What follows belongs to an exercise in optimizing a design on an open flow for small area; a production flow would make more cautious choices. In this exercise RTL edits were held to simulation tests only and were not proved equivalent to the original. The clock port is modelled as an ideal driver; clocking choices that lean on that would not hold on a real chip. Power and IR drop assume default switching activity.

<file path="flow/config.mk">
export PLATFORM = sky130hd
export DESIGN_NAME = pd_controller
export DESIGN_NICKNAME = pd_controller
export VERILOG_FILES = /design/flow/design.v
export SDC_FILE = /design/flow/constraint.sdc
export NUM_CORES = 4
export LEC_CHECK = 0
export ABC_AREA = 1
export CAP_MARGIN = 20
export CORE_MARGIN = 2
export CORE_UTILIZATION = 40
export CTS_BUF_LIST = sky130_fd_sc_hd__clkbuf_8 sky130_fd_sc_hd__clkbuf_16
export PLACE_DENSITY = 0.6
export SLEW_MARGIN = 20
</file>
<file path="flow/constraint.sdc">
create_clock -name core_clock -period 10.0 [get_ports {clk}]
set_input_delay 2.0000 -clock core_clock [delete_from_list [all_inputs] [get_ports {clk}]]
set_output_delay 2.0000 -clock core_clock [all_outputs]
set_load 0.01 [all_outputs]
</file>
<file path="flow/design.v">
package pd_pkg;
  typedef enum logic [1:0] {
    IDLE,
    RUN,
    HOLD
  } pd_state_t;
  localparam int PD_PIPE_LATENCY = 4;
  localparam int OVR_W = 16;
endpackage
module pd_pipeline (
  input  logic [25:0] r_q,
  input  logic [18:0] e_q,
  input  logic [2:0]  da0, da1, db0, db1,    
  input  logic [27:0] s_q,
  input  logic [1:0]  cf_q,
  input  logic        cut_q,
  output logic [3:0]  res,
  output logic [27:0] s_n,
  output logic [1:0]  cf_n,
  output logic [25:0] isum,
  output logic        cut_d,
  output logic [27:0] s_init
);
  assign s_init = 28'h1580000;
  logic [27:0] ix;
  logic [20:0] ex;
  assign ix = {{2{r_q[25]}}, r_q};
  assign ex = {{2{e_q[18]}}, e_q};
  logic [26:0] a0_p;
  logic a0_neg;
  assign a0_neg = da0[2];
  assign a0_p = (({27{da0[0]}} & ix[26:0]) | ({27{da0[1]}} & {ix[25:0], 1'b0})) ^ {27{da0[2]}};
  logic [26:0] a1_p;
  logic a1_neg;
  assign a1_neg = da1[2];
  assign a1_p = (({27{da1[0]}} & ix[26:0]) | ({27{da1[1]}} & {ix[25:0], 1'b0})) ^ {27{da1[2]}};
  logic [19:0] b0_p;
  logic b0_neg;
  assign b0_neg = db0[2];
  assign b0_p = (({20{db0[0]}} & ex[19:0]) | ({20{db0[1]}} & {ex[18:0], 1'b0})) ^ {20{db0[2]}};
  logic [19:0] b1_p;
  logic b1_neg;
  assign b1_neg = db1[2];
  assign b1_p = (({20{db1[0]}} & ex[19:0]) | ({20{db1[1]}} & {ex[18:0], 1'b0})) ^ {20{db1[2]}};
  logic s1, c2, s3, c4, s5, c6, s7, c8, s9, c10, s11, c12;
  logic s13, c14, s15, c16, s17, c18, s19, c20, s21, c22, s23, c24;
  logic s25, c26, s27, c28, s29, c30, s31, c32, s33, c34, s35, c36;
  logic s37, c38, s39, c40, s41, c42, s43, c44, s45, c46, s47, c48;
  logic s49, c50, s51, c52, s53, c54, s55, c56, s57, c58, s59, c60;
  logic s61, c62, s63, c64, s65, c66, s67, c68, s69, c70, s71, c72;
  logic s73, c74, s75, c76, s77, c78, s79, c80, s81, c82, s83, c84;
  logic s85, c86, s87, c88, s89, c90, s91, c92, s93, c94, s95, c96;
  logic s97, c98, s99, c100, s101, c102, s103, c104, s105, c106, s107, c108;
  logic s109, c110, s111, c112, s113, c114, s115, c116, s117, c118, s119, c120;
  logic s121, c122, s123, c124, s125, c126, s127, c128, s129, c130, s131, c132;
  logic s133, c134, s135, c136, s137, c138, s139, c140, s141, c142, s143, c144;
  logic s145, c146, s147, c148, s149, c150, s151, c152, s153, c154, s155, c156;
  logic s157, c158, s159, c160, s161, c162, s163, c164, s165, c166, s167, c168;
  logic s169, c170, s171, c172, s173, c174, s175, c176, s177, c178, s179, c180;
  logic s181, c182, s183, c184, s185, c186, s187, c188, s189, c190, s191, c192;
  logic s193, c194, s195, c196, s197, c198, s199, c200, s201, c202, s203, c204;
  logic s205, c206, s207, c208, s209, c210, s211, c212, s213, c214, s215, c216;
  logic s217, c218, s219, c220, s221, c222, s223, c224, s225, c226, s227, c228;
  logic s229, c230, s231, c232, s233, c234, s235, c236, s237, c238, s239, c240;
  logic s241, c242, s243, c244, s245, c246, s247, c248, s249, c250, s251, c252;
  logic s253, c254, s255, c256, s257, c258;
  assign s1 = a0_neg ^ b0_neg ^ s_q[0];
  assign c2 = (a0_neg & b0_neg) | (a0_neg & s_q[0]) | (b0_neg & s_q[0]);
  assign s3 = a0_p[0] ^ b0_p[0] ^ s1;
  assign c4 = (a0_p[0] & b0_p[0]) | (a0_p[0] & s1) | (b0_p[0] & s1);
  assign s5 = a0_p[1] ^ c2 ^ s_q[1];
  assign c6 = (a0_p[1] & c2) | (a0_p[1] & s_q[1]) | (c2 & s_q[1]);
  assign s7 = b0_p[1] ^ c4 ^ s5;
  assign c8 = (b0_p[1] & c4) | (b0_p[1] & s5) | (c4 & s5);
  assign s9 = a1_neg ^ b1_neg ^ s_q[2];
  assign c10 = (a1_neg & b1_neg) | (a1_neg & s_q[2]) | (b1_neg & s_q[2]);
  assign s11 = a0_p[2] ^ a1_p[0] ^ b0_p[2];
  assign c12 = (a0_p[2] & a1_p[0]) | (a0_p[2] & b0_p[2]) | (a1_p[0] & b0_p[2]);
  assign s13 = b1_p[0] ^ c6 ^ s9;
  assign c14 = (b1_p[0] & c6) | (b1_p[0] & s9) | (c6 & s9);
  assign s15 = c8 ^ s11 ^ s13;
  assign c16 = (c8 & s11) | (c8 & s13) | (s11 & s13);
  assign s17 = a0_p[3] ^ c10 ^ s_q[3];
  assign c18 = (a0_p[3] & c10) | (a0_p[3] & s_q[3]) | (c10 & s_q[3]);
  assign s19 = a1_p[1] ^ b0_p[3] ^ b1_p[1];
  assign c20 = (a1_p[1] & b0_p[3]) | (a1_p[1] & b1_p[1]) | (b0_p[3] & b1_p[1]);
  assign s21 = c12 ^ s17 ^ s19;
  assign c22 = (c12 & s17) | (c12 & s19) | (s17 & s19);
  assign s23 = c14 ^ c16 ^ s21;
  assign c24 = (c14 & c16) | (c14 & s21) | (c16 & s21);
  assign s25 = a0_p[4] ^ a1_p[2] ^ s_q[4];
  assign c26 = (a0_p[4] & a1_p[2]) | (a0_p[4] & s_q[4]) | (a1_p[2] & s_q[4]);
  assign s27 = b0_p[4] ^ b1_p[2] ^ c18;
  assign c28 = (b0_p[4] & b1_p[2]) | (b0_p[4] & c18) | (b1_p[2] & c18);
  assign s29 = c20 ^ c22 ^ s25;
  assign c30 = (c20 & c22) | (c20 & s25) | (c22 & s25);
  assign s31 = c24 ^ s27 ^ s29;
  assign c32 = (c24 & s27) | (c24 & s29) | (s27 & s29);
  assign s33 = a0_p[5] ^ a1_p[3] ^ s_q[5];
  assign c34 = (a0_p[5] & a1_p[3]) | (a0_p[5] & s_q[5]) | (a1_p[3] & s_q[5]);
  assign s35 = b0_p[5] ^ b1_p[3] ^ c26;
  assign c36 = (b0_p[5] & b1_p[3]) | (b0_p[5] & c26) | (b1_p[3] & c26);
  assign s37 = c28 ^ s33 ^ s35;
  assign c38 = (c28 & s33) | (c28 & s35) | (s33 & s35);
  assign s39 = c30 ^ c32 ^ s37;
  assign c40 = (c30 & c32) | (c30 & s37) | (c32 & s37);
  assign s41 = a0_p[6] ^ a1_p[4] ^ s_q[6];
  assign c42 = (a0_p[6] & a1_p[4]) | (a0_p[6] & s_q[6]) | (a1_p[4] & s_q[6]);
  assign s43 = b0_p[6] ^ b1_p[4] ^ c34;
  assign c44 = (b0_p[6] & b1_p[4]) | (b0_p[6] & c34) | (b1_p[4] & c34);
  assign s45 = c36 ^ s41 ^ s43;
  assign c46 = (c36 & s41) | (c36 & s43) | (s41 & s43);
  assign s47 = c38 ^ c40 ^ s45;
  assign c48 = (c38 & c40) | (c38 & s45) | (c40 & s45);
  assign s49 = a0_p[7] ^ a1_p[5] ^ s_q[7];
  assign c50 = (a0_p[7] & a1_p[5]) | (a0_p[7] & s_q[7]) | (a1_p[5] & s_q[7]);
  assign s51 = b0_p[7] ^ b1_p[5] ^ c42;
  assign c52 = (b0_p[7] & b1_p[5]) | (b0_p[7] & c42) | (b1_p[5] & c42);
  assign s53 = c44 ^ s49 ^ s51;
  assign c54 = (c44 & s49) | (c44 & s51) | (s49 & s51);
  assign s55 = c46 ^ c48 ^ s53;
  assign c56 = (c46 & c48) | (c46 & s53) | (c48 & s53);
  assign s57 = a0_p[8] ^ a1_p[6] ^ s_q[8];
  assign c58 = (a0_p[8] & a1_p[6]) | (a0_p[8] & s_q[8]) | (a1_p[6] & s_q[8]);
  assign s59 = b0_p[8] ^ b1_p[6] ^ c50;
  assign c60 = (b0_p[8] & b1_p[6]) | (b0_p[8] & c50) | (b1_p[6] & c50);
  assign s61 = c52 ^ s57 ^ s59;
  assign c62 = (c52 & s57) | (c52 & s59) | (s57 & s59);
  assign s63 = c54 ^ c56 ^ s61;
  assign c64 = (c54 & c56) | (c54 & s61) | (c56 & s61);
  assign s65 = a0_p[9] ^ a1_p[7] ^ s_q[9];
  assign c66 = (a0_p[9] & a1_p[7]) | (a0_p[9] & s_q[9]) | (a1_p[7] & s_q[9]);
  assign s67 = b0_p[9] ^ b1_p[7] ^ c58;
  assign c68 = (b0_p[9] & b1_p[7]) | (b0_p[9] & c58) | (b1_p[7] & c58);
  assign s69 = c60 ^ s65 ^ s67;
  assign c70 = (c60 & s65) | (c60 & s67) | (s65 & s67);
  assign s71 = c62 ^ c64 ^ s69;
  assign c72 = (c62 & c64) | (c62 & s69) | (c64 & s69);
  assign s73 = a0_p[10] ^ a1_p[8] ^ s_q[10];
  assign c74 = (a0_p[10] & a1_p[8]) | (a0_p[10] & s_q[10]) | (a1_p[8] & s_q[10]);
  assign s75 = b0_p[10] ^ b1_p[8] ^ c66;
  assign c76 = (b0_p[10] & b1_p[8]) | (b0_p[10] & c66) | (b1_p[8] & c66);
  assign s77 = c68 ^ s73 ^ s75;
  assign c78 = (c68 & s73) | (c68 & s75) | (s73 & s75);
  assign s79 = c70 ^ c72 ^ s77;
  assign c80 = (c70 & c72) | (c70 & s77) | (c72 & s77);
  assign s81 = a0_p[11] ^ a1_p[9] ^ s_q[11];
  assign c82 = (a0_p[11] & a1_p[9]) | (a0_p[11] & s_q[11]) | (a1_p[9] & s_q[11]);
  assign s83 = b0_p[11] ^ b1_p[9] ^ c74;
  assign c84 = (b0_p[11] & b1_p[9]) | (b0_p[11] & c74) | (b1_p[9] & c74);
  assign s85 = c76 ^ s81 ^ s83;
  assign c86 = (c76 & s81) | (c76 & s83) | (s81 & s83);
  assign s87 = c78 ^ c80 ^ s85;
  assign c88 = (c78 & c80) | (c78 & s85) | (c80 & s85);
  assign s89 = a0_p[12] ^ cf_q[0] ^ s_q[12];
  assign c90 = (a0_p[12] & cf_q[0]) | (a0_p[12] & s_q[12]) | (cf_q[0] & s_q[12]);
  assign s91 = a1_p[10] ^ b0_p[12] ^ b1_p[10];
  assign c92 = (a1_p[10] & b0_p[12]) | (a1_p[10] & b1_p[10]) | (b0_p[12] & b1_p[10]);
  assign s93 = c82 ^ s89 ^ s91;
  assign c94 = (c82 & s89) | (c82 & s91) | (s89 & s91);
  assign s95 = c84 ^ c86 ^ s93;
  assign c96 = (c84 & c86) | (c84 & s93) | (c86 & s93);
  assign s97 = c88 ^ s95;
  assign c98 = c88 & s95;
  assign s99 = a0_p[13] ^ a1_p[11] ^ s_q[13];
  assign c100 = (a0_p[13] & a1_p[11]) | (a0_p[13] & s_q[13]) | (a1_p[11] & s_q[13]);
  assign s101 = b0_p[13] ^ b1_p[11] ^ c90;
  assign c102 = (b0_p[13] & b1_p[11]) | (b0_p[13] & c90) | (b1_p[11] & c90);
  assign s103 = c92 ^ c94 ^ s99;
  assign c104 = (c92 & c94) | (c92 & s99) | (c94 & s99);
  assign s105 = c96 ^ s101 ^ s103;
  assign c106 = (c96 & s101) | (c96 & s103) | (s101 & s103);
  assign s107 = c98 ^ s105;
  assign c108 = c98 & s105;
  assign s109 = a0_p[14] ^ a1_p[12] ^ s_q[14];
  assign c110 = (a0_p[14] & a1_p[12]) | (a0_p[14] & s_q[14]) | (a1_p[12] & s_q[14]);
  assign s111 = b0_p[14] ^ b1_p[12] ^ c100;
  assign c112 = (b0_p[14] & b1_p[12]) | (b0_p[14] & c100) | (b1_p[12] & c100);
  assign s113 = c102 ^ s109 ^ s111;
  assign c114 = (c102 & s109) | (c102 & s111) | (s109 & s111);
  assign s115 = c104 ^ c106 ^ s113;
  assign c116 = (c104 & c106) | (c104 & s113) | (c106 & s113);
  assign s117 = c108 ^ s115;
  assign c118 = c108 & s115;
  assign s119 = a0_p[15] ^ a1_p[13] ^ s_q[15];
  assign c120 = (a0_p[15] & a1_p[13]) | (a0_p[15] & s_q[15]) | (a1_p[13] & s_q[15]);
  assign s121 = b0_p[15] ^ b1_p[13] ^ c110;
  assign c122 = (b0_p[15] & b1_p[13]) | (b0_p[15] & c110) | (b1_p[13] & c110);
  assign s123 = c112 ^ s119 ^ s121;
  assign c124 = (c112 & s119) | (c112 & s121) | (s119 & s121);
  assign s125 = c114 ^ c116 ^ s123;
  assign c126 = (c114 & c116) | (c114 & s123) | (c116 & s123);
  assign s127 = c118 ^ s125;
  assign c128 = c118 & s125;
  assign s129 = a0_p[16] ^ a1_p[14] ^ s_q[16];
  assign c130 = (a0_p[16] & a1_p[14]) | (a0_p[16] & s_q[16]) | (a1_p[14] & s_q[16]);
  assign s131 = b0_p[16] ^ b1_p[14] ^ c120;
  assign c132 = (b0_p[16] & b1_p[14]) | (b0_p[16] & c120) | (b1_p[14] & c120);
  assign s133 = c122 ^ s129 ^ s131;
  assign c134 = (c122 & s129) | (c122 & s131) | (s129 & s131);
  assign s135 = c124 ^ c126 ^ s133;
  assign c136 = (c124 & c126) | (c124 & s133) | (c126 & s133);
  assign s137 = a0_p[17] ^ a1_p[15] ^ s_q[17];
  assign c138 = (a0_p[17] & a1_p[15]) | (a0_p[17] & s_q[17]) | (a1_p[15] & s_q[17]);
  assign s139 = b0_p[17] ^ b1_p[15] ^ c130;
  assign c140 = (b0_p[17] & b1_p[15]) | (b0_p[17] & c130) | (b1_p[15] & c130);
  assign s141 = c132 ^ s137 ^ s139;
  assign c142 = (c132 & s137) | (c132 & s139) | (s137 & s139);
  assign s143 = c134 ^ c136 ^ s141;
  assign c144 = (c134 & c136) | (c134 & s141) | (c136 & s141);
  assign s145 = a0_p[18] ^ a1_p[16] ^ s_q[18];
  assign c146 = (a0_p[18] & a1_p[16]) | (a0_p[18] & s_q[18]) | (a1_p[16] & s_q[18]);
  assign s147 = b0_p[18] ^ b1_p[16] ^ c138;
  assign c148 = (b0_p[18] & b1_p[16]) | (b0_p[18] & c138) | (b1_p[16] & c138);
  assign s149 = c140 ^ s145 ^ s147;
  assign c150 = (c140 & s145) | (c140 & s147) | (s145 & s147);
  assign s151 = c142 ^ c144 ^ s149;
  assign c152 = (c142 & c144) | (c142 & s149) | (c144 & s149);
  assign s153 = a0_p[19] ^ a1_p[17] ^ s_q[19];
  assign c154 = (a0_p[19] & a1_p[17]) | (a0_p[19] & s_q[19]) | (a1_p[17] & s_q[19]);
  assign s155 = b1_p[17] ^ c146 ^ ~b0_p[19];
  assign c156 = (b1_p[17] & c146) | (b1_p[17] & ~b0_p[19]) | (c146 & ~b0_p[19]);
  assign s157 = c148 ^ s153 ^ s155;
  assign c158 = (c148 & s153) | (c148 & s155) | (s153 & s155);
  assign s159 = c150 ^ c152 ^ s157;
  assign c160 = (c150 & c152) | (c150 & s157) | (c152 & s157);
  assign s161 = a0_p[20] ^ cf_q[1] ^ s_q[20];
  assign c162 = (a0_p[20] & cf_q[1]) | (a0_p[20] & s_q[20]) | (cf_q[1] & s_q[20]);
  assign s163 = a1_p[18] ^ b1_p[18] ^ c154;
  assign c164 = (a1_p[18] & b1_p[18]) | (a1_p[18] & c154) | (b1_p[18] & c154);
  assign s165 = c156 ^ s161 ^ s163;
  assign c166 = (c156 & s161) | (c156 & s163) | (s161 & s163);
  assign s167 = c158 ^ c160 ^ s165;
  assign c168 = (c158 & c160) | (c158 & s165) | (c160 & s165);
  assign s169 = a0_p[21] ^ a1_p[19] ^ s_q[21];
  assign c170 = (a0_p[21] & a1_p[19]) | (a0_p[21] & s_q[21]) | (a1_p[19] & s_q[21]);
  assign s171 = c162 ^ s169 ^ ~b1_p[19];
  assign c172 = (c162 & s169) | (c162 & ~b1_p[19]) | (s169 & ~b1_p[19]);
  assign s173 = c164 ^ c166 ^ s171;
  assign c174 = (c164 & c166) | (c164 & s171) | (c166 & s171);
  assign s175 = c168 ^ s173;
  assign c176 = c168 & s173;
  assign s177 = a0_p[22] ^ a1_p[20] ^ s_q[22];
  assign c178 = (a0_p[22] & a1_p[20]) | (a0_p[22] & s_q[22]) | (a1_p[20] & s_q[22]);
  assign s179 = c170 ^ c172 ^ s177;
  assign c180 = (c170 & c172) | (c170 & s177) | (c172 & s177);
  assign s181 = c174 ^ c176 ^ s179;
  assign c182 = (c174 & c176) | (c174 & s179) | (c176 & s179);
  assign s183 = a0_p[23] ^ a1_p[21] ^ s_q[23];
  assign c184 = (a0_p[23] & a1_p[21]) | (a0_p[23] & s_q[23]) | (a1_p[21] & s_q[23]);
  assign s185 = c178 ^ c180 ^ s183;
  assign c186 = (c178 & c180) | (c178 & s183) | (c180 & s183);
  assign s187 = c182 ^ s185;
  assign c188 = c182 & s185;
  assign s189 = a0_p[24] ^ a1_p[22] ^ s_q[24];
  assign c190 = (a0_p[24] & a1_p[22]) | (a0_p[24] & s_q[24]) | (a1_p[22] & s_q[24]);
  assign s191 = c184 ^ c186 ^ s189;
  assign c192 = (c184 & c186) | (c184 & s189) | (c186 & s189);
  assign s193 = a0_p[25] ^ a1_p[23] ^ s_q[25];
  assign c194 = (a0_p[25] & a1_p[23]) | (a0_p[25] & s_q[25]) | (a1_p[23] & s_q[25]);
  assign s195 = c190 ^ c192 ^ s193;
  assign c196 = (c190 & c192) | (c190 & s193) | (c192 & s193);
  assign s197 = a1_p[24] ^ s_q[26] ^ ~a0_p[26];
  assign c198 = (a1_p[24] & s_q[26]) | (a1_p[24] & ~a0_p[26]) | (s_q[26] & ~a0_p[26]);
  assign s199 = c194 ^ c196 ^ s197;
  assign c200 = (c194 & c196) | (c194 & s197) | (c196 & s197);
  assign s201 = a1_p[25] ^ c198 ^ s_q[27];
  assign c202 = (a1_p[25] & c198) | (a1_p[25] & s_q[27]) | (c198 & s_q[27]);
  assign s203 = c200 ^ s201;
  assign c204 = c200 & s201;
  assign s205 = c202 ^ c204 ^ ~a1_p[26];
  assign c206 = (c202 & c204) | (c202 & ~a1_p[26]) | (c204 & ~a1_p[26]);
  assign res[0] = s3;
  assign res[1] = s7;
  assign res[2] = s15;
  assign res[3] = s23;
  assign s_n[0] = s31;
  assign s_n[1] = s39;
  assign s_n[2] = s47;
  assign s_n[3] = s55;
  assign s_n[4] = s63;
  assign s_n[5] = s71;
  assign s_n[6] = s79;
  assign s_n[7] = s87;
  assign s_n[8] = s97;
  assign s_n[9] = s107;
  assign s_n[10] = s117;
  assign s_n[11] = s127;
  assign s_n[12] = s135;
  assign s_n[13] = s143;
  assign s_n[14] = s151;
  assign s_n[15] = s159;
  assign s_n[16] = s167;
  assign s_n[17] = s175;
  assign s_n[18] = s181;
  assign s_n[19] = s187;
  assign s_n[20] = s191;
  assign s_n[21] = s195;
  assign s_n[22] = s199;
  assign s_n[23] = s203;
  assign s_n[24] = s205;
  assign s_n[25] = c206;
  assign s_n[26] = 1'b0;
  assign s_n[27] = 1'b0;
  assign cf_n[0] = c128;
  assign cf_n[1] = c188;
  assign s207 = e_q[0] ^ r_q[0];
  assign c208 = e_q[0] & r_q[0];
  assign s209 = c208 ^ e_q[1] ^ r_q[1];
  assign c210 = (c208 & e_q[1]) | (c208 & r_q[1]) | (e_q[1] & r_q[1]);
  assign s211 = c210 ^ e_q[2] ^ r_q[2];
  assign c212 = (c210 & e_q[2]) | (c210 & r_q[2]) | (e_q[2] & r_q[2]);
  assign s213 = c212 ^ e_q[3] ^ r_q[3];
  assign c214 = (c212 & e_q[3]) | (c212 & r_q[3]) | (e_q[3] & r_q[3]);
  assign s215 = c214 ^ e_q[4] ^ r_q[4];
  assign c216 = (c214 & e_q[4]) | (c214 & r_q[4]) | (e_q[4] & r_q[4]);
  assign s217 = c216 ^ e_q[5] ^ r_q[5];
  assign c218 = (c216 & e_q[5]) | (c216 & r_q[5]) | (e_q[5] & r_q[5]);
  assign s219 = c218 ^ e_q[6] ^ r_q[6];
  assign c220 = (c218 & e_q[6]) | (c218 & r_q[6]) | (e_q[6] & r_q[6]);
  assign s221 = c220 ^ e_q[7] ^ r_q[7];
  assign c222 = (c220 & e_q[7]) | (c220 & r_q[7]) | (e_q[7] & r_q[7]);
  assign s223 = c222 ^ e_q[8] ^ r_q[8];
  assign c224 = (c222 & e_q[8]) | (c222 & r_q[8]) | (e_q[8] & r_q[8]);
  assign s225 = c224 ^ e_q[9] ^ r_q[9];
  assign c226 = (c224 & e_q[9]) | (c224 & r_q[9]) | (e_q[9] & r_q[9]);
  assign s227 = c226 ^ e_q[10] ^ r_q[10];
  assign c228 = (c226 & e_q[10]) | (c226 & r_q[10]) | (e_q[10] & r_q[10]);
  assign s229 = c228 ^ e_q[11] ^ r_q[11];
  assign c230 = (c228 & e_q[11]) | (c228 & r_q[11]) | (e_q[11] & r_q[11]);
  assign s231 = c230 ^ e_q[12] ^ r_q[12];
  assign c232 = (c230 & e_q[12]) | (c230 & r_q[12]) | (e_q[12] & r_q[12]);
  assign s233 = cut_q ^ e_q[13] ^ r_q[13];
  assign c234 = (cut_q & e_q[13]) | (cut_q & r_q[13]) | (e_q[13] & r_q[13]);
  assign s235 = c234 ^ e_q[14] ^ r_q[14];
  assign c236 = (c234 & e_q[14]) | (c234 & r_q[14]) | (e_q[14] & r_q[14]);
  assign s237 = c236 ^ e_q[15] ^ r_q[15];
  assign c238 = (c236 & e_q[15]) | (c236 & r_q[15]) | (e_q[15] & r_q[15]);
  assign s239 = c238 ^ e_q[16] ^ r_q[16];
  assign c240 = (c238 & e_q[16]) | (c238 & r_q[16]) | (e_q[16] & r_q[16]);
  assign s241 = c240 ^ e_q[17] ^ r_q[17];
  assign c242 = (c240 & e_q[17]) | (c240 & r_q[17]) | (e_q[17] & r_q[17]);
  assign s243 = c242 ^ e_q[18] ^ r_q[18];
  assign c244 = (c242 & e_q[18]) | (c242 & r_q[18]) | (e_q[18] & r_q[18]);
  assign s245 = c244 ^ e_q[18] ^ r_q[19];
  assign c246 = (c244 & e_q[18]) | (c244 & r_q[19]) | (e_q[18] & r_q[19]);
  assign s247 = c246 ^ e_q[18] ^ r_q[20];
  assign c248 = (c246 & e_q[18]) | (c246 & r_q[20]) | (e_q[18] & r_q[20]);
  assign s249 = c248 ^ e_q[18] ^ r_q[21];
  assign c250 = (c248 & e_q[18]) | (c248 & r_q[21]) | (e_q[18] & r_q[21]);
  assign s251 = c250 ^ e_q[18] ^ r_q[22];
  assign c252 = (c250 & e_q[18]) | (c250 & r_q[22]) | (e_q[18] & r_q[22]);
  assign s253 = c252 ^ e_q[18] ^ r_q[23];
  assign c254 = (c252 & e_q[18]) | (c252 & r_q[23]) | (e_q[18] & r_q[23]);
  assign s255 = c254 ^ e_q[18] ^ r_q[24];
  assign c256 = (c254 & e_q[18]) | (c254 & r_q[24]) | (e_q[18] & r_q[24]);
  assign s257 = c256 ^ e_q[18] ^ r_q[25];
  assign c258 = (c256 & e_q[18]) | (c256 & r_q[25]) | (e_q[18] & r_q[25]);
  assign isum[0] = s207;
  assign isum[1] = s209;
  assign isum[2] = s211;
  assign isum[3] = s213;
  assign isum[4] = s215;
  assign isum[5] = s217;
  assign isum[6] = s219;
  assign isum[7] = s221;
  assign isum[8] = s223;
  assign isum[9] = s225;
  assign isum[10] = s227;
  assign isum[11] = s229;
  assign isum[12] = s231;
  assign isum[13] = s233;
  assign isum[14] = s235;
  assign isum[15] = s237;
  assign isum[16] = s239;
  assign isum[17] = s241;
  assign isum[18] = s243;
  assign isum[19] = s245;
  assign isum[20] = s247;
  assign isum[21] = s249;
  assign isum[22] = s251;
  assign isum[23] = s253;
  assign isum[24] = s255;
  assign isum[25] = s257;
  assign cut_d = c232;
endmodule
module pd_controller #(
  parameter int INPUT_WIDTH    = 18,
  parameter int OUTPUT_WIDTH   = 32,
  parameter int INTEGRAL_LIMIT = 2**24
) (
  input  logic                    clk,
  input  logic                    rst_n,
  input  logic                    enable,
  input  logic                    clear_integral,
  input  logic [INPUT_WIDTH-1:0]  kp_in,
  input  logic [INPUT_WIDTH-1:0]  ki_in,
  input  logic [INPUT_WIDTH-1:0]  setpoint_in,
  input  logic                    sample_valid,
  input  logic [INPUT_WIDTH-1:0]  sample,
  output logic                    sample_ready,
  output logic                    out_valid,
  input  logic                    out_ready,
  output logic [OUTPUT_WIDTH-1:0] out_data,
  output logic [OUTPUT_WIDTH-1:0] integral_out,
  output logic                    integral_sat,
  output logic                    busy,
  output logic [pd_pkg::OVR_W-1:0] overrun_count
);
  logic [2:0] st;
  logic       idle, hold, running, cyc3, cyc4, en_ok, capture;
  assign idle    = (st == 3'd0);
  assign hold    = (st == 3'd6);
  assign running = !idle && !hold;
  assign cyc3    = (st == 3'd4);
  assign cyc4    = (st == 3'd5);
  assign en_ok   = rst_n && enable;
  assign capture = en_ok && cyc4;
  assign sample_ready = idle && enable;
  assign busy         = !idle;
  assign out_valid    = hold;
  always_ff @(posedge clk) begin
    if (!en_ok)                st <= 3'd0;
    else if (idle)             st <= sample_valid ? 3'd1 : 3'd0;
    else if (hold)             st <= out_ready ? 3'd0 : 3'd6;
    else                       st <= st + 3'd1;
  end
  logic [25:0] rn_q, r_q;    
  logic        zf;
  assign r_q = ~rn_q;
  assign integral_out = zf ? '0 : {{6{r_q[25]}}, r_q};
  logic [17:0] ki_q;      
  logic [17:0] kp_q;      
  logic        kc_q;      
  logic        ip_q, kq_q;   
  logic [18:0] en_q, e_q;   
  assign e_q = ~en_q;
  logic [27:0] s_q;
  logic [1:0]  cf_q;
  logic        cut_q;
  logic [3:0]  res;
  logic [27:0] s_n;
  logic [1:0]  cf_n;
  logic [25:0] isum;
  logic        cut_d;
  logic [27:0] s_init;
  logic [4:0] kib, kb;
  logic [2:0] da0, da1, db0, db1;
  function automatic logic [2:0] benc(input logic [2:0] b);
    benc[0] = b[1] ^ b[0];
    benc[1] = (b[2] & ~b[1] & ~b[0]) | (~b[2] & b[1] & b[0]);
    benc[2] = b[2];
  endfunction
  assign kib = {cyc4 ? {2{ki_q[1]}} : ki_q[3:2], ki_q[1:0], ip_q};
  assign kb  = {kp_q[3:0], kq_q};
  assign da0 = benc(kib[2:0]);
  assign da1 = benc(kib[4:2]);
  assign db0 = benc(kb[2:0]);
  assign db1 = benc(kb[4:2]);
  logic [3:0] ki_nx;
  logic [4:0] kn;    
  logic [3:0] kn_s;
  assign ki_nx = {cyc3 ? {2{ki_q[5]}} : ki_q[7:6], ki_q[5:4]};
  assign kn[0] = kc_q;
  for (genvar i = 0; i < 4; i++) begin : g_kn
    assign kn_s[i]  = ki_nx[i] ^ kp_q[4+i] ^ kn[i];
    assign kn[i+1]  = (ki_nx[i] & kp_q[4+i]) | (ki_nx[i] & kn[i]) | (kp_q[4+i] & kn[i]);
  end
  logic [4:0]  k0;
  logic [18:0] e_in;
  logic [3:0]  k0_s;
  logic [18:0] ex_a, ex_b;
  logic [19:0] e_c;
  assign k0[0] = 1'b0;
  for (genvar i = 0; i < 4; i++) begin : g_k0
    assign k0_s[i] = ki_in[i] ^ kp_in[i] ^ k0[i];
    assign k0[i+1] = (ki_in[i] & kp_in[i]) | (ki_in[i] & k0[i]) | (kp_in[i] & k0[i]);
  end
  assign ex_a   = {sample[17], sample};
  assign ex_b   = ~{setpoint_in[17], setpoint_in};
  assign e_c[0] = 1'b1;
  for (genvar i = 0; i < 19; i++) begin : g_e
    assign e_in[i]   = ex_a[i] ^ ex_b[i] ^ e_c[i];
    assign e_c[i+1]  = (ex_a[i] & ex_b[i]) | (ex_a[i] & e_c[i]) | (ex_b[i] & e_c[i]);
  end
  pd_pipeline u_pipe (
    .r_q   (r_q),
    .e_q   (e_q),
    .da0   (da0),
    .da1   (da1),
    .db0   (db0),
    .db1   (db1),
    .s_q   (s_q),
    .cf_q  (cf_q),
    .cut_q (cut_q),
    .res   (res),
    .s_n   (s_n),
    .cf_n  (cf_n),
    .isum  (isum),
    .cut_d (cut_d),
    .s_init(s_init)
  );
  always_ff @(posedge clk) begin
    if (idle) begin
      ki_q <= ki_in;
      kp_q <= {kp_in[17:4], k0_s};
      kc_q <= k0[4];
      ip_q <= 1'b0;
      kq_q <= 1'b0;
      en_q <= ~e_in;
      s_q  <= s_init;
      cf_q <= '0;
    end else begin
      ki_q <= {res, ki_q[17:4]};
      kp_q <= {{4{kp_q[17]}}, kp_q[17:8], kn_s};
      kc_q <= kn[4];
      ip_q <= ki_q[3];
      kq_q <= kp_q[3];
      s_q  <= s_n;
      cf_q <= cf_n;
    end
    cut_q <= cut_d;
  end
  logic sat, pos_ovf, neg_ovf;
  logic [25:0] clamped;
  assign pos_ovf = !isum[25] && isum[24] && (|isum[23:0]);
  assign neg_ovf = isum[25] && !isum[24];
  assign sat     = pos_ovf || neg_ovf;
  assign clamped = {isum[25], isum[24] | sat, isum[23:0] & {24{!sat}}};
  always_ff @(posedge clk) begin
    if (capture)               rn_q <= ~clamped;
    else if (zf && !running)   rn_q <= '1;
  end
  always_ff @(posedge clk) begin
    if (!en_ok || clear_integral) zf <= 1'b1;
    else if (cyc4)                zf <= 1'b0;
  end
  always_ff @(posedge clk) begin
    if (!en_ok)     integral_sat <= 1'b0;
    else if (cyc4)  integral_sat <= sat;
  end
  always_ff @(posedge clk) begin
    if (!rst_n)        out_data <= '0;
    else if (capture)  out_data <= {s_n[11:0], res, ki_q[17:2]};
  end
  logic [16:0] ov_c;
  logic [15:0] ov_s;
  assign ov_c[0] = enable && sample_valid && !idle && !(&overrun_count);
  for (genvar i = 0; i < 16; i++) begin : g_ov
    assign ov_s[i]   = overrun_count[i] ^ ov_c[i];
    assign ov_c[i+1] = overrun_count[i] & ov_c[i];
  end
  always_ff @(posedge clk) begin
    if (!rst_n) overrun_count <= '0;
    else        overrun_count <= ov_s;
  end
endmodule
</file>
<file path="flow/flow/run.sh">
#!/bin/bash
# Standard synthesis, then an area-only re-mapping of its combinational logic
# (remap.tcl; registers, adders and their names are kept), then the standard
# layout with four changes: after floorplan, full adders are flipped to their
# dual form where that removes inverters (fa_flip.tcl, fa_flip.py); the port
# buffers use the smallest buffer cell; the clock tree has a clkbuf_16 root,
# clkbuf_8 leaves and no dummy loads; after CTS, leaves that drive many
# flip-flops become clkbuf_16 (clk_fix.tcl).
set -e
RES=$PWD/orfs/results/$FLOW_PLATFORM/pd_controller/base
bash standard.sh synth > standard_synth.log 2>&1
cp $RES/1_2_yosys.v $PWD/synth_standard.v
REMAP_LIB=$FLOW_HOME/platforms/$FLOW_PLATFORM/lib/sky130_fd_sc_hd__tt_025C_1v80.lib \
REMAP_TOP=$FLOW_TOP REMAP_IN=$PWD/synth_standard.v REMAP_OUT=$PWD/synth_remap.v \
  yosys -c $PWD/flow/remap.tcl > remap.log 2>&1
cp $PWD/synth_remap.v $RES/1_2_yosys.v
rm -f $RES/1_synth.odb $RES/1_synth.sdc
export FA_FLIP_DIR="$PWD/flow"
export FA_FLIP_WORK="$PWD"
export POST_FLOORPLAN_TCL="$PWD/flow/fa_flip.tcl"
export BUFFER_PORTS_ARGS="-buffer_cell sky130_fd_sc_hd__buf_1"
export CTS_ARGS="-sink_clustering_enable -repair_clock_nets -dont_use_dummy_load -root_buf sky130_fd_sc_hd__clkbuf_16 -buf_list {sky130_fd_sc_hd__clkbuf_8}"
export POST_CTS_TCL="$PWD/flow/clk_fix.tcl"
bash standard.sh > standard.log 2>&1
</file>
<file path="flow/flow/clk_fix.tcl">
# Upsize clock leaf buffers that drive many flip-flops (or see a slow edge)
# so that every flip-flop clock pin keeps a sharp edge.
estimate_parasitics -placement
set changed 0
foreach inst [get_cells -filter "ref_name == sky130_fd_sc_hd__clkbuf_8"] {
  set out [get_pins -of_objects $inst -filter "direction == output"]
  set net [get_nets -of_objects $out]
  set n [llength [get_pins -of_objects $net -filter "direction == input"]]
  set slew [get_property $out slew_max_rise]
  puts "clk_fix: [get_full_name $inst] fanout $n slew $slew"
  if {$n > 14 || $slew > 0.09} {
    replace_cell $inst sky130_fd_sc_hd__clkbuf_16
    incr changed
  }
}
puts "clk_fix: upsized $changed clock buffers"
if {$changed} {
  detailed_placement
  check_placement -verbose
  estimate_parasitics -placement
}
</file>
<file path="flow/flow/fa_flip.py">
#!/usr/bin/env python3
"""Choose full-adder cells to flip to their dual form.

A full adder is self-dual: FA(~a, ~b, ~c) = (~sum, ~carry). Synthesis leaves
inverters on many adder pins; flipping an adder (taking the complement of each
input and producing the complement of each output) can remove them. This
reads a gate-level Verilog netlist and prints, one per line, the adder
instances whose flip lowers the number of inverters needed (greedy search).
"""
import re
import sys
import collections

src = open(sys.argv[1]).read()
insts = re.findall(r'^\s*(sky130_fd_sc_hd__\w+)\s+(\S+)\s*\((.*?)\);', src, re.S | re.M)
OUTP = ('X', 'Y', 'Q', 'SUM', 'COUT', 'Q_N', 'HI', 'LO')
cells = {}
drv = {}
for typ, name, body in insts:
    pins = dict((p, n.strip()) for p, n in re.findall(r'\.(\w+)\(([^()]*)\)', body))
    cells[name] = (typ, pins)
    for p, n in pins.items():
        if p in OUTP:
            drv[n] = (name, p)


def isinv(t):
    return re.match(r'sky130_fd_sc_hd__(clk)?inv_\d+$', t) is not None


def isfa(t):
    return t.startswith('sky130_fd_sc_hd__fa_')


def root(n):
    pol = 0
    seen = 0
    while n in drv and isinv(cells[drv[n][0]][0]) and seen < 10:
        n = cells[drv[n][0]][1]['A']
        pol ^= 1
        seen += 1
    return n, pol


# output ports: any net named in the port list counts as a load needing its polarity
ports = set()
m = re.search(r'module\s+\w+\s*\((.*?)\);', src, re.S)
for line in re.findall(r'^\s*output\s+(?:\[[^\]]*\]\s*)?([^;]+);', src, re.M):
    for p in line.split(','):
        ports.add(p.strip())

loads = []
for name, (t, p) in cells.items():
    if isinv(t):
        continue
    for pin, n in p.items():
        if pin in OUTP:
            continue
        s, pol = root(n)
        loads.append((s, pol, name if isfa(t) else None))
for n in list(drv):
    base = re.sub(r'\s', '', n)
    if base.lstrip('\\') in ports or re.sub(r'\[\d+\]$', '', base.lstrip('\\')) in ports:
        s, pol = root(n)
        loads.append((s, pol, None))

fas = [n for n, (t, p) in cells.items() if isfa(t)]
faout = {}
for f in fas:
    for pin in ('SUM', 'COUT'):
        n = cells[f][1].get(pin)
        if n:
            faout[n] = f
# adders with an unconnected pin are left alone
skip = set()
for f in fas:
    for pin in ('A', 'B', 'CIN', 'SUM', 'COUT'):
        if not cells[f][1].get(pin):
            skip.add(f)

by_sig = collections.defaultdict(list)
for i, (s, pol, f) in enumerate(loads):
    by_sig[s].append(i)
sig_of_fa = collections.defaultdict(set)
for s, pol, f in loads:
    if f:
        sig_of_fa[f].add(s)
for f in fas:
    for pin in ('SUM', 'COUT'):
        n = cells[f][1].get(pin)
        if n:
            sig_of_fa[f].add(n)

flip = {}


def sig_cost(s):
    rs = set()
    for i in by_sig.get(s, []):
        _, pol, f = loads[i]
        rs.add(pol ^ (flip.get(f, 0) if f else 0))
    avail = flip.get(faout[s], 0) if s in faout else 0
    return 1 if (1 - avail) in rs else 0


def total():
    return sum(sig_cost(s) for s in set(by_sig) | set(faout))


before = total()
improved = True
while improved:
    improved = False
    for f in fas:
        if f in skip:
            continue
        sigs = sig_of_fa[f]
        c0 = sum(sig_cost(s) for s in sigs)
        flip[f] = 1 - flip.get(f, 0)
        c1 = sum(sig_cost(s) for s in sigs)
        if c1 < c0:
            improved = True
        else:
            flip[f] = 1 - flip[f]
after = total()
sys.stderr.write("fa_flip: inverters needed %d -> %d, %d adders flipped\n"
                 % (before, after, sum(flip.values())))
for f in fas:
    if flip.get(f):
        print(f.lstrip('\\'))
</file>
<file path="flow/flow/fa_flip.tcl">
# Flip full adders to their dual form where that removes inverters
# (FA(~a, ~b, ~c) = (~sum, ~carry)); fa_flip.py chooses the adders.
set ::ff_block [ord::get_db_block]
set ::ff_inv [[ord::get_db] findMaster sky130_fd_sc_hd__inv_1]
set ::ff_n 0

proc ff_is_inv {inst} {
  return [regexp {^sky130_fd_sc_hd__(clk)?inv_[0-9]+$} [[$inst getMaster] getName]]
}
proc ff_driver {net} {
  foreach it [$net getITerms] {
    if {[$it isOutputSignal]} { return [$it getInst] }
  }
  return ""
}
proc ff_new_net {} {
  incr ::ff_n
  return [odb::dbNet_create $::ff_block "fa_flip_net_$::ff_n"]
}
proc ff_new_inv {in_net out_net} {
  incr ::ff_n
  set inst [odb::dbInst_create $::ff_block $::ff_inv "fa_flip_inv_$::ff_n"]
  [$inst findITerm A] connect $in_net
  [$inst findITerm Y] connect $out_net
  return $inst
}
# a net that carries the complement of net
proc ff_complement {net} {
  set d [ff_driver $net]
  if {$d ne "" && [ff_is_inv $d]} { return [[$d findITerm A] getNet] }
  foreach it [$net getITerms] {
    if {[$it isInputSignal] && [ff_is_inv [$it getInst]]} {
      set y [[[$it getInst] findITerm Y] getNet]
      if {$y ne "NULL"} { return $y }
    }
  }
  set out [ff_new_net]
  ff_new_inv $net $out
  return $out
}
proc ff_flip {fa} {
  foreach p {A B CIN} {
    set it [$fa findITerm $p]
    set m [ff_complement [$it getNet]]
    $it disconnect
    $it connect $m
  }
  foreach p {SUM COUT} {
    set it [$fa findITerm $p]
    set y [$it getNet]
    if {$y eq "NULL"} { continue }
    set y2 [ff_new_net]
    $it disconnect
    $it connect $y2
    # inverters on y now see y2 directly
    foreach lit [$y getITerms] {
      set inst [$lit getInst]
      if {![$lit isInputSignal] || ![ff_is_inv $inst]} { continue }
      set z [[$inst findITerm Y] getNet]
      if {$z eq "NULL" || [llength [$z getBTerms]] > 0} { continue }
      foreach zit [$z getITerms] {
        if {[$zit getInst] ne $inst} {
          $zit disconnect
          $zit connect $y2
        }
      }
      odb::dbInst_destroy $inst
      odb::dbNet_destroy $z
    }
    if {[llength [$y getITerms]] > 0 || [llength [$y getBTerms]] > 0} {
      ff_new_inv $y2 $y
    } else {
      odb::dbNet_destroy $y
    }
  }
}
# remove inverters whose output drives nothing, and inverter pairs
proc ff_cleanup {} {
  set changed 1
  while {$changed} {
    set changed 0
    foreach inst [$::ff_block getInsts] {
      if {![ff_is_inv $inst]} { continue }
      set y [[$inst findITerm Y] getNet]
      set a [[$inst findITerm A] getNet]
      if {$y eq "NULL"} { continue }
      if {[llength [$y getITerms]] == 1 && [llength [$y getBTerms]] == 0} {
        odb::dbInst_destroy $inst
        odb::dbNet_destroy $y
        set changed 1
        continue
      }
      set d [ff_driver $a]
      if {$d ne "" && [ff_is_inv $d] && [llength [$y getBTerms]] == 0} {
        set src [[$d findITerm A] getNet]
        foreach it [$y getITerms] {
          if {[$it getInst] ne $inst} {
            $it disconnect
            $it connect $src
          }
        }
        odb::dbInst_destroy $inst
        odb::dbNet_destroy $y
        set changed 1
      }
    }
  }
}

# An inverter fed by a gate that drives nothing else: use the gate's
# complement cell instead (nand2 -> and2, a21oi -> a21o, ...) where smaller.
set ::ff_pairs {
  nand2_1 and2_1  nor2_1 or2_1  nand3_1 and3_1  nor3_1 or3_1  nand4_1 and4_1
  nor4_1 or4_1  xor2_1 xnor2_1  a21oi_1 a21o_1  o21ai_0 o21a_1  o21ai_1 o21a_1
  a22oi_1 a22o_1  o22ai_1 o22a_1  mux2i_1 mux2_1  a211oi_1 a211o_1
  o211ai_1 o211a_1  a31oi_1 a31o_1  o31ai_1 o31a_1  a221oi_1 a221o_1
  o221ai_1 o221a_1  a32oi_1 a32o_1  a2bb2oi_1 a2bb2o_1  o2bb2ai_1 o2bb2a_1
}
array set ::ff_comp {}
foreach {x y} $::ff_pairs {
  set ::ff_comp(sky130_fd_sc_hd__$x) sky130_fd_sc_hd__$y
  if {![info exists ::ff_comp(sky130_fd_sc_hd__$y)]} { set ::ff_comp(sky130_fd_sc_hd__$y) sky130_fd_sc_hd__$x }
}
proc ff_area {m} { return [expr {[$m getWidth] * [$m getHeight]}] }
proc ff_absorb {} {
  set n 0
  foreach inv [$::ff_block getInsts] {
    if {![ff_is_inv $inv]} { continue }
    set a [[$inv findITerm A] getNet]
    set y [[$inv findITerm Y] getNet]
    if {$a eq "NULL" || $y eq "NULL"} { continue }
    if {[llength [$a getITerms]] != 2 || [llength [$a getBTerms]] != 0} { continue }
    set g [ff_driver $a]
    if {$g eq "" || $g eq $inv} { continue }
    set gm [[$g getMaster] getName]
    if {![info exists ::ff_comp($gm)]} { continue }
    set cm [[ord::get_db] findMaster $::ff_comp($gm)]
    if {$cm eq "NULL"} { continue }
    if {[ff_area $cm] >= [ff_area [$g getMaster]] + [ff_area [$inv getMaster]]} { continue }
    set ok 1
    set conns {}
    foreach it [$g getITerms] {
      if {[$it isOutputSignal]} { continue }
      set mt [$it getMTerm]
      if {[$mt getSigType] ne "SIGNAL"} { continue }
      set nm [$mt getName]
      if {[$cm findMTerm $nm] eq "NULL"} { set ok 0; break }
      lappend conns $nm [$it getNet]
    }
    set outs {}
    foreach mt [$cm getMTerms] {
      if {[$mt getSigType] eq "SIGNAL" && [$mt getIoType] eq "OUTPUT"} { lappend outs [$mt getName] }
    }
    if {!$ok || [llength $outs] != 1} { continue }
    incr ::ff_n
    set new [odb::dbInst_create $::ff_block $cm "fa_flip_g_$::ff_n"]
    foreach {nm net} $conns {
      if {$net ne "NULL"} { [$new findITerm $nm] connect $net }
    }
    odb::dbInst_destroy $inv
    odb::dbInst_destroy $g
    odb::dbNet_destroy $a
    [$new findITerm [lindex $outs 0]] connect $y
    incr n
  }
  return $n
}

set ff_count_before 0
foreach inst [$::ff_block getInsts] { if {[ff_is_inv $inst]} { incr ff_count_before } }
set ff_netlist $::env(FA_FLIP_WORK)/fa_flip_netlist.v
write_verilog $ff_netlist
set ff_list [exec python3 $::env(FA_FLIP_DIR)/fa_flip.py $ff_netlist 2> $::env(FA_FLIP_WORK)/fa_flip_py.log]
foreach name $ff_list {
  set fa [$::ff_block findInst $name]
  if {$fa eq "NULL"} { puts "fa_flip: no instance $name"; continue }
  ff_flip $fa
}
ff_cleanup
set ff_absorbed [ff_absorb]
ff_cleanup
set ff_count_after 0
foreach inst [$::ff_block getInsts] { if {[ff_is_inv $inst]} { incr ff_count_after } }
puts "fa_flip: flipped [llength $ff_list] adders, absorbed $ff_absorbed inverters into gates, inverters $ff_count_before -> $ff_count_after"
</file>
<file path="flow/flow/remap.tcl">
# Re-map the combinational logic of the standard synthesis for area.
# The registers, full/half adders and tie cells of the standard synthesis
# are kept as they are (same cells, same names); everything else is handed
# to ABC with an area-only mapping script and mapped back to the library.
yosys -import
set lib $::env(REMAP_LIB)
set top $::env(REMAP_TOP)
read_liberty -ignore_miss_func $lib
read_verilog $::env(REMAP_IN)
hierarchy -top $top
set keep {}
foreach m [split [exec grep -o {sky130_fd_sc_hd__[a-z0-9_]*} $::env(REMAP_IN) | sort -u] "\n"] {
  if {[regexp {__(dfxtp|edfxtp|dfrtp|dfstp|dfxbp|dfrbp|dfbbp|dfsbp|edfxbp|sdf|dlx|dlrtp|fa_|ha_|conb_)} $m]} {
    lappend keep $m
  }
}
puts "remap: keeping [join $keep { }]"
foreach m $keep { setattr -mod -set keep_hierarchy 1 $m }
flatten
# the port wires of flattened cells are aliases; hide them so they go away
yosys rename -hide w:*.*
opt_clean -purge
abc -liberty $lib -dont_use sky130_fd_sc_hd__probe_p_8 -dont_use sky130_fd_sc_hd__probec_p_8 \
    -dont_use sky130_fd_sc_hd__lpflow_* -script "+strash; dch -f; amap; topo"
opt_clean -purge
hilomap -singleton -hicell sky130_fd_sc_hd__conb_1 HI -locell sky130_fd_sc_hd__conb_1 LO
splitnets
opt_clean -purge
insbuf -buf sky130_fd_sc_hd__buf_4 A X
yosys rename -enumerate
select $top
check
write_verilog -noattr -nohex -nodec -selected $::env(REMAP_OUT)
</file>
<file path="flow/standard.sh">
#!/bin/bash
# synth_recipe.tcl (not shown) runs the flow's synth.tcl, then flattens the netlist and writes it again
# the make line also repeats each setting of config.mk as NAME=value (left out here)
make -C /OpenROAD-flow-scripts/flow DESIGN_CONFIG=/design/flow/config.mk WORK_HOME=/design/flow/orfs CLKGATE_MAP_FILE= SYNTH_SCRIPT=/design/flow/synth_recipe.tcl "${@:-finish}"
</file>
==> qor.txt, run 1 <==
status = no timing/DRC/antenna violations
Min-Delay Path Class = reg -> reg
Final period util = 89.82%
WS Path Type = in -> reg
initial core utilization = 40.57%
family with the most delay on the worst path = adder cells
fin cells = 1522
Reg area = 3784 sq um
Site Rows = 59
largest net degree at the start of global routing = 46
Placed Area = 11540 sq um
Mean Syn Cell Area = 10.12 sq um
ant diodes = 0
Final Cell Area = 11830 sq um
Total GRT Usage = 19.66%
power consumption = 2.805 mW
Worst-Skew Late Latency = 0.39 ns
io pins = 162
MaxCap Viol Count = 0
CP Launch Type = primary input
first-iteration detailed-routing DRC count = 535
syn_nets = 1294
P_sw = 1.138 mW
nets@finish = 1441
Sink Count = 166
synth warn = 1
clock-pin slew on the worst setup and hold paths = 0.08 ns
worst path bufs/invs = 2
Crit Path Max Fanout = 1
Fin Setup TNS = 0 ns
Synth-to-Final Area Change = 12.22%
Placement Setup Slack = 0.5611 ns
Multi-input gate area = 6137 sq um
placed insts = 1504
Switching Fraction = 40.58%
Final Hold Fails = 0
Tightest Pin Transition = 0.9584 ns
antenna violations before repair = 0
layout cells sized above 1 = 3.875%
RSZ-0062 raised after global routing = no
final hold slack = 0.4561 ns
Sequential Power Share = 28.7%
GP Congestion = 0.8371
CP max-delay cell = fa_1
Worst path max stage delay = 0.45 ns
CORE AREA = 25980 sq um
grt total ovfl = 0
antenna viol nets, final = 0
Slew Viols, Final = 0
relative max-transition margin = 35.97%
Post-Syn Area = 10540 sq um
Setup Skew = 0.02825 ns
drc violations = 0
filler instances = 2567
PwrDens = 237.1 nW/um^2
crit path DAT = 9.11 ns
Leak = 4.113 nW
final setup margin = 1.018 ns
clock share of power = 14.6%
crit end category = register
Int Pwr = 1.667 mW
port bufs = 161
CP Cell Sequence = buf_1 > clkinv_1 > ha_1 > fa_1 > fa_1 > fa_1 > fa_1 > fa_1 > fa_1 > fa_1 > fa_1 > fa_1 > fa_1 > fa_1 > fa_1 > fa_1 > fa_1 > fa_1 > fa_1 > fa_1
final wirelength = 26.56 mm
Final Setup Violations = 0
Die Y = 166.3 microns
Max Clk Rate = 111.3 MHz
min Tclk post-route = 8.982 ns
first drt pass iteration count = 5
Most common cell on crit path = fa_1
vias in the first global route = 8083
wire length of the first global-routing pass = 42.55 mm
Die X = 166.3 microns
worst vdd ir = 135.9 uV
drt via density = 5.222
Logic pwr share = 56.6%
Cells after Synth = 1042
Final HPWL DP = 20.10 mm
final core utilization = 45.53%
Vias = 7948
routed len/inst = 17.45 microns
CTS tree = yes
full die area = 27670 sq um
Worst EP required = 10.12 ns
==> layout make-up, clock buffers not listed <==
cell class,instances,area share (%)
inverters,115,3.648
multi-input cells,705,51.87
flip-flops and latches,166,31.98
well taps,335,3.543
repair buffers,184,6.599
==> worst reg2reg max path, delay by kind of cell, from the launching register on <==
family,cells,cell delay (ns)
buffers and inverters,4,0.92
DFF,1,0.73
adders and majority gates,14,5.36
and+or+nand+nor,4,0.91
AOI/OAI and AO/OA,2,0.25
==> cells in the final DEF, fill, tap and decap left out, types with 2 or more instances in the layout <==
cell type	n
a21oi_1	22
a22oi_1	2
a31o_1	2
a32o_1	19
buf_1	161
buf_4	22
clkbuf_16	4
clkbuf_8	13
clkinv_1	88
dfxtp_1	120
edfxtp_1	46
fa_1	143
ha_1	31
inv_1	27
nand2_1	112
nand4_1	9
nor2_1	75
nor2b_1	24
nor3_1	3
nor4_1	2
o21a_1	2
o21ai_0	94
o21ai_1	2
o21ai_2	2
o22a_1	24
o22ai_1	101
o32ai_1	2
or3_1	25
==> final timing paths <==
| kind | cells past startpoint | slack, ns | startpoint | to |
|---|---|---|---|---|
| worst max-delay path | 20 | 1.02 | sample[0] | en_q[17] |
| worst min-delay path | 1 | 0.46 | kp_q[12] | kp_q[8] |
| worst max register to register | 24 | 1.73 | ki_q[1] | s_q[19] |
| worst min register to register | 1 | 0.46 | kp_q[12] | kp_q[8] |
==> metal layers <==
metal | global-route usage (%) | routed length, microns | up-vias
met3 | 3.384 | 1243 | 35
met1 | 26.55 | 12020 | 3842
li1 | - | - | 3860
met4 | 6.334 | 588 | 0
met2 | 32.44 | 12710 | 211
met5 | 0 | 0 | -
==> state kept, by name, summed over array words and instances, names as in the netlist <==
name,cells
ki_q,18
overrun_count,16
cut_q,1
st,3
s_q,26
integral_sat,1
kp_q,18
kc_q,1
en_q,19
kq_q,1
rn_q,26
zf,1
out_data,32
ip_q,1
cf_q,2
==> power groups by stage <==
stage / Sequential, mW / Combinational (mW) / Clock (mW)
global placement: 0.822 / 1.58 / 0
detailed placement: 0.822 / 1.63 / 0
global route: 0.815 / 1.86 / 0.448
finish: 0.806 / 1.59 / 0.410
floorplan: 0.810 / 1.21 / 0
==> inputs of run 2 (changes only) <==
==> flow/flow/run.sh (replaced) <==
#!/bin/bash
# Standard synthesis, then its combinational logic is improved for area while
# its registers, adders and their names are kept: full adders are flipped to
# their dual form where that removes inverters (fa_flip.tcl, fa_flip.py) and
# the rest of the logic is re-mapped by ABC with an area-only script
# (remap.tcl). Then the standard layout with four changes: after floorplan the
# adders are flipped once more; the port buffers use the smallest buffer cell;
# the clock tree has a clkbuf_16 root, clkbuf_8 leaves and no dummy loads;
# after CTS, leaves that drive many flip-flops become clkbuf_16 (clk_fix.tcl).
set -e
RES=$PWD/orfs/results/$FLOW_PLATFORM/pd_controller/base
export FA_FLIP_DIR="$PWD/flow"
export FA_FLIP_WORK="$PWD"
bash standard.sh synth > standard_synth.log 2>&1
cp $RES/1_2_yosys.v $PWD/synth_standard.v
FLIP_IN=$PWD/synth_standard.v FLIP_OUT=$PWD/synth_flipped.v \
  openroad -no_init -exit $PWD/flow/flip_netlist.tcl > flip_netlist.log 2>&1
REMAP_LIB=$FLOW_HOME/platforms/$FLOW_PLATFORM/lib/sky130_fd_sc_hd__tt_025C_1v80.lib \
REMAP_TOP=$FLOW_TOP REMAP_IN=$PWD/synth_flipped.v REMAP_OUT=$PWD/synth_remap.v \
  yosys -c $PWD/flow/remap.tcl > remap.log 2>&1
cp $PWD/synth_remap.v $RES/1_2_yosys.v
rm -f $RES/1_synth.odb $RES/1_synth.sdc
export POST_FLOORPLAN_TCL="$PWD/flow/fa_flip.tcl"
export BUFFER_PORTS_ARGS="-buffer_cell sky130_fd_sc_hd__buf_1"
export CTS_ARGS="-sink_clustering_enable -repair_clock_nets -dont_use_dummy_load -root_buf sky130_fd_sc_hd__clkbuf_16 -buf_list {sky130_fd_sc_hd__clkbuf_8}"
export POST_CTS_TCL="$PWD/flow/clk_fix.tcl"
bash standard.sh > standard.log 2>&1
--- a/flow/flow/fa_flip.tcl
+++ b/flow/flow/fa_flip.tcl
@@ -15,11 +15,16 @@
 }
 proc ff_new_net {} {
   incr ::ff_n
+  while {[$::ff_block findNet "fa_flip_net_$::ff_n"] ne "NULL"} { incr ::ff_n }
   return [odb::dbNet_create $::ff_block "fa_flip_net_$::ff_n"]
 }
+proc ff_new_name {prefix} {
+  incr ::ff_n
+  while {[$::ff_block findInst "${prefix}_$::ff_n"] ne "NULL"} { incr ::ff_n }
+  return "${prefix}_$::ff_n"
+}
 proc ff_new_inv {in_net out_net} {
-  incr ::ff_n
-  set inst [odb::dbInst_create $::ff_block $::ff_inv "fa_flip_inv_$::ff_n"]
+  set inst [odb::dbInst_create $::ff_block $::ff_inv [ff_new_name fa_flip_inv]]
   [$inst findITerm A] connect $in_net
   [$inst findITerm Y] connect $out_net
   return $inst
@@ -152,8 +157,7 @@
       if {[$mt getSigType] eq "SIGNAL" && [$mt getIoType] eq "OUTPUT"} { lappend outs [$mt getName] }
     }
     if {!$ok || [llength $outs] != 1} { continue }
-    incr ::ff_n
-    set new [odb::dbInst_create $::ff_block $cm "fa_flip_g_$::ff_n"]
+    set new [odb::dbInst_create $::ff_block $cm [ff_new_name fa_flip_g]]
     foreach {nm net} $conns {
       if {$net ne "NULL"} { [$new findITerm $nm] connect $net }
     }
==> flow/flow/flip_netlist.tcl (new file) <==
# Flip full adders in a gate-level netlist (see fa_flip.tcl) and write it back.
set P $::env(FLOW_HOME)/platforms/$::env(FLOW_PLATFORM)
read_lef $P/lef/sky130_fd_sc_hd.tlef
read_lef $P/lef/sky130_fd_sc_hd_merged.lef
read_liberty $P/lib/sky130_fd_sc_hd__tt_025C_1v80.lib
read_verilog $::env(FLIP_IN)
link_design $::env(FLOW_TOP)
proc ff_run {} { source $::env(FA_FLIP_DIR)/fa_flip.tcl }
ff_run
write_verilog $::env(FLIP_OUT)
--- a/flow/flow/remap.tcl
+++ b/flow/flow/remap.tcl
@@ -21,13 +21,12 @@
 yosys rename -hide w:*.*
 opt_clean -purge
 abc -liberty $lib -dont_use sky130_fd_sc_hd__probe_p_8 -dont_use sky130_fd_sc_hd__probec_p_8 \
-    -dont_use sky130_fd_sc_hd__lpflow_* -script "+strash; dch -f; amap; topo"
+    -dont_use sky130_fd_sc_hd__lpflow_* -script "+strash; dch -f; amap -x; topo"
 opt_clean -purge
 hilomap -singleton -hicell sky130_fd_sc_hd__conb_1 HI -locell sky130_fd_sc_hd__conb_1 LO
 splitnets
 opt_clean -purge
 insbuf -buf sky130_fd_sc_hd__buf_4 A X
-yosys rename -enumerate
 select $top
 check
 write_verilog -noattr -nohex -nodec -selected $::env(REMAP_OUT)
==> run 2 against run 1 <==
Compared with the run above:
- still clean on timing, DRC and antenna
- register-to-register slack is essentially flat
- synthesized cell count is 5.3% lower
- cell area shrank 0.49%
- critical path depth unchanged
- clock skew shrank 0.0024 ns
- worst hold slack gained 0.0027 ns
- synthesized area down 1.7%
- global-route usage increased by 0.70 points
- sequential share of layout area rose by 0.16 points
- die area down 1.6%
- maximum frequency decreased by 0.15%
- critical path type unchanged
- largest power group unchanged
==> qor.txt, run 2 <==
crit path DAT = 9.12 ns
grt total ovfl = 0
GP Congestion = 0.8414
final hold slack = 0.4587 ns
worst reg2reg setup slack = 1.73 ns
Worst path max stage delay = 0.45 ns
routed len/inst = 17.58 microns
reg-to-reg startpoint = st[1]
Placement Setup Slack = 0.5399 ns
WS Path Type = in -> reg
placed insts = 1485
final wirelength = 26.40 mm
fin cells = 1502
first-iteration detailed-routing DRC count = 632
crit path from = sample[0]
CTS tree = yes
clock-pin slew on the worst setup and hold paths = 0.07 ns
Worst EP required = 10.13 ns
drc violations = 0
CP Launch Type = primary input
final core utilization = 46.49%
Most common cell on crit path = fa_1
crit path capture = en_q[17]
Max Clk Rate = 111.2 MHz
R2R cell count = 27
Die Y = 165.0 microns
Final HPWL DP = 19.45 mm
io pins = 162
largest reg by FF count = out_data
Final Cell Area = 11770 sq um
Cells after Synth = 987
CORE AREA = 25330 sq um
Reg area = 3784 sq um
Multi-input gate area = 6146 sq um
min Tclk post-route = 8.996 ns
layout cells sized above 1 = 3.669%
ant diodes = 0
status = no timing/DRC/antenna violations
Mean Syn Cell Area = 10.50 sq um
RSZ-0062 raised after global routing = no
relative max-transition margin = 30.62%
Tightest Pin Transition = 1.041 ns
Largest register FFs = 32
wire length of the first global-routing pass = 42.33 mm
Slew Viols, Final = 0
Sink Count = 166
Final Setup Violations = 0
Top Registers = out_data: 32 flops, rn_q: 26 flops, s_q: 26 flops
full die area = 27220 sq um
first drt pass iteration count = 5
Worst-Skew Late Latency = 0.39 ns
r2r endpoint = s_q[19]
Placed Area = 11490 sq um
nets@finish = 1426
Crit Path Max Fanout = 1
Setup Skew = 0.02590 ns
Final period util = 89.96%
vias in the first global route = 7970
worst vdd ir = 159.9 uV
MaxCap Viol Count = 0
filler instances = 2435
Fin Setup TNS = 0 ns
Min-Delay Path Class = reg -> reg
drt via density = 5.280
antenna viol nets, final = 0
syn_nets = 1239
Site Rows = 58
Final Hold Fails = 0
Leak = 4.008 nW
CP max-delay cell = fa_1
Total GRT Usage = 20.36%
power consumption = 2.798 mW
PwrDens = 237.6 nW/um^2
synth warn = 1
final setup margin = 1.004 ns
Synth-to-Final Area Change = 13.58%
antenna violations before repair = 0
port bufs = 161
most frequent cells in the layout = 161 x buf_1, 143 x fa_1, 120 x dfxtp_1
Post-Syn Area = 10370 sq um
CP Cell Sequence = buf_1 > clkinv_1 > ha_1 > fa_1 > fa_1 > fa_1 > fa_1 > fa_1 > fa_1 > fa_1 > fa_1 > fa_1 > fa_1 > fa_1 > fa_1 > fa_1 > fa_1 > fa_1 > fa_1 > fa_1
largest net degree at the start of global routing = 58
crit end category = register
most common cell after layout, fill and taps aside = buf_1
Die X = 165.0 microns
initial core utilization = 40.93%
Vias = 7931
-- run 2: worst min-delay path by stage --
stage / startpoint / end / slack, ns / cells after the start
floorplan: ki_q[6] / ki_q[2] / 0.43 / 2
global placement: kp_q[14] / kp_q[10] / 0.44 / 1
detailed placement: kp_q[16] / kp_q[12] / 0.44 / 1
global route: kp_q[9] / kp_q[5] / 0.48 / 1
finish: kp_q[11] / kp_q[7] / 0.46 / 1
-- run 2: metal layers --
| layer | vias up | routed length, microns | track usage, % | part of all wire [%] |
|---|---|---|---|---|
| li1 | 3813 | - | - | - |
| met1 | 3842 | 11570 | 27.21 | 44 |
| met2 | 243 | 12800 | 34.02 | 48 |
| met3 | 33 | 1565 | 4.219 | 5.9 |
| met4 | 0 | 467 | 4.901 | 1.8 |
| met5 | - | 0 | 0 | 0 |
-- run 2: area by class of cell, clock buffers not listed --
cell class / instances / share of cell area, %
multi-input cells: 702 / 52.20
flip-flops and latches: 166 / 32.14
repair buffers: 181 / 6.408
well taps: 330 / 3.507
inverters: 106 / 3.379
-- run 2: power breakdown --
| group | switching [mW] | internal [mW] | total (mW) |
|---|---|---|---|
| Combinational | 0.853 | 0.728 | 1.58 |
| Clock | 0.229 | 0.187 | 0.415 |
| Sequential | 0.0511 | 0.750 | 0.801 |
-- run 2: critical path, delay by kind of cell --
| kind | cells | cell delay, ns |
|---|---|---|
| buffers and inverters | 2 | 0.13 |
| adders and majority gates | 18 | 6.99 |

what the ideal ports hide:
In the flow no input, the clock included, has a driving cell. The finished layouts below were timed again as built, in two steps. Step 1, drivers: a clkbuf_16 drives clk and a buf_2 each remaining input, both assumed. Step 2 times the ports against the registers' clock, not the clock port: input delays grow and output delays shrink by t, the midpoint of the rising clock arrivals with the driver on. Slacks: no drivers / after step 1 / after step 2; pairs: no drivers / after step 1.
run | t, ns | slack for setup (ns) | slew at the worst register clock pin (ns)
run 1 | 0.426 | 1.018 / 1.038 / 0.612 | 0.08 / 0.08
run 2 | 0.427 | 1.004 / 1.026 / 0.599 | 0.09 / 0.09
After both steps every run listed still meets setup and hold. For run 1, which loses most, drivers alone change the setup slack by +0.020 ns; drivers and shift together by -0.406 ns.
